Background: an optimization exercise with open tools, aiming at small area, a short achievable clock period and few clock cycles. Do not read the settings as production practice. The RTL was checked by simulation tests, not by an equivalence proof against the original design. Power is estimated from default activity; no workload was simulated.

==> inputs of exp/ember <==
==> flow/design.v <==
package sqe_pkg;
  typedef struct packed {
    logic [2:0]         operation;
    logic signed [31:0] push_value;
  } in_item_t;
  typedef struct packed {
    logic signed [31:0] result_value;
    logic [2:0]         status;
    logic               last;
  } out_item_t;
endpackage
module stack_queue_engine_top (
  input  logic               clk,
  input  logic               rst_n,
  input  logic               in_valid,
  output logic               in_ready,
  input  sqe_pkg::in_item_t  in_data,
  output logic               out_valid,
  input  logic               out_ready,
  output sqe_pkg::out_item_t out_data,
  input  logic               cfg_we,
  input  logic               cfg_wdata
);
  localparam int RING = 63;
  function automatic logic [5:0] inc63(input logic [5:0] p);
    inc63 = (p == 6'd62) ? 6'd0 : p + 6'd1;
  endfunction
  function automatic logic [5:0] dec63(input logic [5:0] p);
    dec63 = (p == 6'd0) ? 6'd62 : p - 6'd1;
  endfunction
  logic        mode_r;
  logic        in_ready_r;
  logic [31:0] head_r;              
  logic [31:0] ring [RING];         
  logic [5:0]  rtop;                
  logic [5:0]  rtopm1;              
  logic [5:0]  rtail;               
  logic [5:0]  rp;                  
  logic [6:0]  count;
  logic        e0, e1, fl;          
  logic        dbusy;               
  logic [5:0]  dcnt;                
  logic        dlast;               
  logic        ov;
  logic [35:0] od;
  logic [2:0]  op;
  logic [31:0] val;
  logic        ex;
  assign op  = in_data.operation;
  assign val = in_data.push_value;
  assign ex  = in_valid && in_ready_r;    
  logic short;
  assign short = e0 || e1;
  logic is_push, is_pop, is_swap, is_peek, is_dump;
  assign is_push = (op == 3'd0);
  assign is_pop  = (op == 3'd1);
  assign is_swap = (op == 3'd2);
  assign is_peek = (op == 3'd3);
  assign is_dump = (op == 3'd4);
  logic push_ok, pop_ok, swap_ok, err;
  assign push_ok = ex && is_push && !fl;
  assign pop_ok  = ex && is_pop && !e0;
  assign swap_ok = ex && is_swap && !short;
  assign err     = (is_push && fl) || (is_pop && e0) || (is_swap && short) ||
                   (is_peek && e0);
  logic            wv, byp;
  logic [5:0]      wrow;
  logic [31:0]     wdat;
  logic [RING-1:0] rsel;
  logic [31:0]     rdata;
  always_comb begin
    rdata = wdat & {32{byp}};
    for (int i = 0; i < RING; i++) rdata = rdata | (ring[i] & {32{rsel[i]}});
  end
  logic        wr_sw, wr_tl, wr_hd;
  logic [31:0] wdata;
  logic        ok_sw, ok_tl, ok_hd;
  assign wr_sw = in_valid && ok_sw && is_swap;
  assign wr_tl = in_valid && ok_tl && is_push;
  assign wr_hd = in_valid && ok_hd && is_push;
  assign wdata = (is_push && mode_r) ? val : head_r;
  logic [RING-1:0] row_we;
  always_comb begin
    for (int i = 0; i < RING; i++)
          row_we[i] = wv && (wrow == 6'(i));
  end
  always_ff @(posedge clk) begin
    for (int i = 0; i < RING; i++) begin
      if (row_we[i]) ring[i] <= wdat;
    end
  end
  logic wv_nxt, byp_nxt;
  assign wv_nxt  = wr_sw || wr_tl || wr_hd;
  assign byp_nxt = wr_sw || wr_hd || (wr_tl && e1);
  always_ff @(posedge clk) begin
    if (!rst_n) begin
      wv  <= 1'b0;
      byp <= 1'b0;
    end else begin
      wv  <= wv_nxt;
      byp <= byp_nxt;
    end
  end
  always_ff @(posedge clk) begin
    wrow <= wr_sw ? rtop : (wr_tl ? rtail : rtopm1);
    wdat <= wdata;
  end
  always_ff @(posedge clk) begin
    if (push_ok && (!mode_r || e0)) head_r <= val;
    else if ((pop_ok && !e1) || swap_ok) head_r <= rdata;
  end
  logic       ptop_up, ptop_dn;
  logic [5:0] rtop_nxt;
  assign ptop_up  = pop_ok && !e1;
  assign ptop_dn  = push_ok && !mode_r && !e0;
  assign rtop_nxt = ptop_up ? inc63(rtop) : (ptop_dn ? rtopm1 : rtop);
  logic e0_nxt, e1_nxt, fl_nxt;
  always_comb begin
    e0_nxt = e0;
    e1_nxt = e1;
    fl_nxt = fl;
    if (push_ok) begin
      e0_nxt = 1'b0;
      e1_nxt = e0;
      fl_nxt = (count == 7'd63);
    end else if (pop_ok) begin
      e0_nxt = e1;
      e1_nxt = (count == 7'd2);
      fl_nxt = 1'b0;
    end
  end
  logic emit;
  logic [5:0] rp_nxt;
  assign rp_nxt = (dbusy && !(emit && dlast)) ? (emit ? inc63(rp) : rp) : rtop_nxt;
  always_ff @(posedge clk) begin
    if (!rst_n) begin
      rtop   <= 6'd0;
      rtopm1 <= 6'd62;
      rtail  <= 6'd0;
      rp     <= 6'd0;
      rsel   <= RING'(1);
      count  <= 7'd0;
      e0     <= 1'b1;
      e1     <= 1'b0;
      fl     <= 1'b0;
    end else begin
      rtop <= rtop_nxt;
      if (ptop_up)      rtopm1 <= rtop;
      else if (ptop_dn) rtopm1 <= dec63(rtopm1);
      if (push_ok && mode_r && !e0) rtail <= inc63(rtail);
      rp   <= rp_nxt;
      for (int i = 0; i < RING; i++) rsel[i] <= (rp_nxt == 6'(i)) && !byp_nxt;
      if (push_ok)     count <= count + 7'd1;
      else if (pop_ok) count <= count - 7'd1;
      e0 <= e0_nxt;
      e1 <= e1_nxt;
      fl <= fl_nxt;
    end
  end
  logic dstart;
  assign dstart = ex && is_dump && !short;
  always_ff @(posedge clk) begin
    if (!rst_n) begin
      dbusy <= 1'b0;
    end else if (dstart) begin
      dbusy <= 1'b1;
      dcnt  <= 6'(count - 7'd1);
      dlast <= e1 ? 1'b0 : (count == 7'd2);
    end else if (emit) begin
      dbusy <= !dlast;
      dcnt  <= dcnt - 6'd1;
      dlast <= (dcnt == 6'd2);
    end
  end
  logic [2:0] st;
  always_comb begin
    if (is_peek)      st = 3'd1;
    else if (is_pop)  st = 3'd2;
    else if (is_swap) st = 3'd3;
    else              st = 3'd4;
  end
  logic       pend;
  logic [2:0] pend_st;
  logic       pend_last;
  logic       o_free, cres;
  assign o_free = !ov || out_ready;
  assign cres   = ex && (err || is_peek || (is_dump && !e0));
  assign emit   = dbusy && !pend && o_free;
  logic [2:0] g_st;
  logic       g_last, g_v;
  logic [31:0] g_val;
  always_comb begin
    if (pend) begin
      g_st   = pend_st;
      g_last = pend_last;
    end else if (dbusy) begin
      g_st   = 3'd0;
      g_last = dlast;
    end else begin
      g_st   = err ? st : 3'd0;
      g_last = err || is_peek || e1;
    end
    g_v   = pend || dbusy || cres;
    g_val = (dbusy && !pend) ? rdata : (g_st == 3'd0 ? head_r : 32'd0);
  end
  always_ff @(posedge clk) begin
    if (!rst_n) begin
      ov   <= 1'b0;
      pend <= 1'b0;
    end else if (o_free) begin
      ov   <= g_v;
      pend <= 1'b0;
    end else if (cres) begin
      pend <= 1'b1;
    end
  end
  always_ff @(posedge clk) begin
    if (o_free && g_v) od <= {g_val, g_st, g_last};
    if (!o_free && cres) begin
      pend_st   <= err ? st : 3'd0;
      pend_last <= err || is_peek || e1;
    end
  end
  logic pend_nxt, dbusy_nxt;
  assign pend_nxt  = !o_free && (pend || cres);
  assign dbusy_nxt = dstart || (dbusy && !(emit && dlast));
  logic in_ready_nxt, mode_nxt;
  assign in_ready_nxt = !dbusy_nxt && !pend_nxt;
  assign mode_nxt     = cfg_we ? cfg_wdata : mode_r;
  always_ff @(posedge clk) begin
    if (!rst_n) begin
      mode_r     <= 1'b0;
      in_ready_r <= 1'b1;
      ok_sw      <= 1'b0;
      ok_tl      <= 1'b0;
      ok_hd      <= 1'b0;
    end else begin
      mode_r     <= mode_nxt;
      in_ready_r <= in_ready_nxt;
      ok_sw      <= in_ready_nxt && !e0_nxt && !e1_nxt;
      ok_tl      <= in_ready_nxt && !e0_nxt && !fl_nxt && mode_nxt;
      ok_hd      <= in_ready_nxt && !e0_nxt && !fl_nxt && !mode_nxt;
    end
  end
  assign in_ready  = in_ready_r;
  assign out_valid = ov;
  assign out_data  = od;
endmodule
==> flow/run.sh <==
#!/bin/bash
# synth_recipe.tcl (not shown) runs the flow's synth.tcl, then flattens the netlist and writes it again
# the make line also repeats each setting of config.mk as NAME=value (left out here)
make -C /OpenROAD-flow-scripts/flow DESIGN_CONFIG=/design/flow/config.mk WORK_HOME=/design/flow/orfs CLKGATE_MAP_FILE= SYNTH_SCRIPT=/design/flow/synth_recipe.tcl finish
==> flow/config.mk <==
export PLATFORM = sky130hd
export DESIGN_NAME = stack_queue_engine_top
export DESIGN_NICKNAME = stack_queue_engine_top
export VERILOG_FILES = /design/flow/design.v
export SDC_FILE = /design/flow/constraint.sdc
export NUM_CORES = 4
export LEC_CHECK = 0
export CAP_MARGIN = 20
export CORE_MARGIN = 2
export CORE_UTILIZATION = 50
export CTS_BUF_LIST = sky130_fd_sc_hd__clkbuf_16
export CTS_CLUSTER_DIAMETER = 100
export CTS_CLUSTER_SIZE = 20
export SETUP_SLACK_MARGIN = 3.7
export SLEW_MARGIN = 20
==> flow/constraint.sdc <==
create_clock -name core_clock -period 6.0 [get_ports {clk}]
set_input_delay 1.2000 -clock core_clock [delete_from_list [all_inputs] [get_ports {clk}]]
set_output_delay 1.2000 -clock core_clock [all_outputs]
set_load 0.01 [all_outputs]
==> inputs of exp/garnet, as changes to exp/ember <==
- CAP_MARGIN: 20 -> 10
- CTS_CLUSTER_SIZE: 20 -> 24
- SETUP_SLACK_MARGIN: 3.7 -> 3.5
- SLEW_MARGIN: 20 -> 10
==> inputs of exp/onyx, as changes to exp/ember <==
- CORE_UTILIZATION: 50 -> 60
- SETUP_SLACK_MARGIN: 3.7 -> 3.5
==> impl_results.md <==
* Reg-to-reg setup timing slack at about 3.4 ns
* Ratio of final minimum period to clock period at roughly 50%
* Fraction of power spent switching nets at between 20 and 25%
* Count of nets after finishing at 4804
* Clock Network Area Fraction at approximately 3.8%
* Outcome: finished clean
* Clock insertion delay at the later pin of the skew report at approximately 0.80 ns
* Final Critical Period at roughly 3 ns
[end of results for exp/onyx]
==> impl_results.md <==
* Outcome: finished clean
* Fraction of power spent switching nets at about 21%
* Final Critical Period at about 2.8 ns
* Count of nets after finishing at 4940
* Ratio of final minimum period to clock period at 46.49%
* Clock Network Area Fraction at about 3.6%
[end of results for exp/ember]
==> impl_results.md <==
* Clock insertion delay at the later pin of the skew report at 0.80 ns
* Outcome: finished clean
* Clock Network Area Fraction at between 3 and 4%
* Ratio of final minimum period to clock period at between 40 and 50%
* Fraction of power spent switching nets at around a fifth
[end of results for exp/garnet]
Testbench counts of exp/ember, summed over its fixed seeds: cycles 37,882.
Testbench counts of exp/garnet, summed over its fixed seeds: cycles 37,882.
Testbench counts of exp/onyx, summed over its fixed seeds: cycles 37,882.

[separate check: timing with driven ports]
How much do the figures lean on ideal ports? The routed layouts below were timed once more, with nothing changed but the port constraints.
Step 1 assumes that a clkbuf_16 drives the clock port and a buf_2 every other input.
Step 2, shift: input delay + t, output delay - t, t = (earliest + latest rising clock arrival at the registers) / 2. This alone moves slack from input paths to output paths.
Three values: no drivers, after step 1, after step 2; two values: the first two.
| run | shift t [ns] | slack for setup (ns) | worst setup path after step 2 | clock arrival spread, ns |
|---|---|---|---|---|
| exp/ember | 0.881 | 3.211 / 3.126 / 2.638 | input to register | 0.050 / 0.050 |
| exp/garnet | 0.859 | 3.178 / 3.096 / 2.645 | input to register | 0.049 / 0.049 |
| exp/onyx | 0.863 | 3.087 / 3.006 / 2.653 | input to register | 0.029 / 0.029 |
After both steps setup and hold are still met in every run listed. The setup slack of exp/ember, which loses most, moves by -0.085 ns with the drivers and by -0.573 ns with both steps.
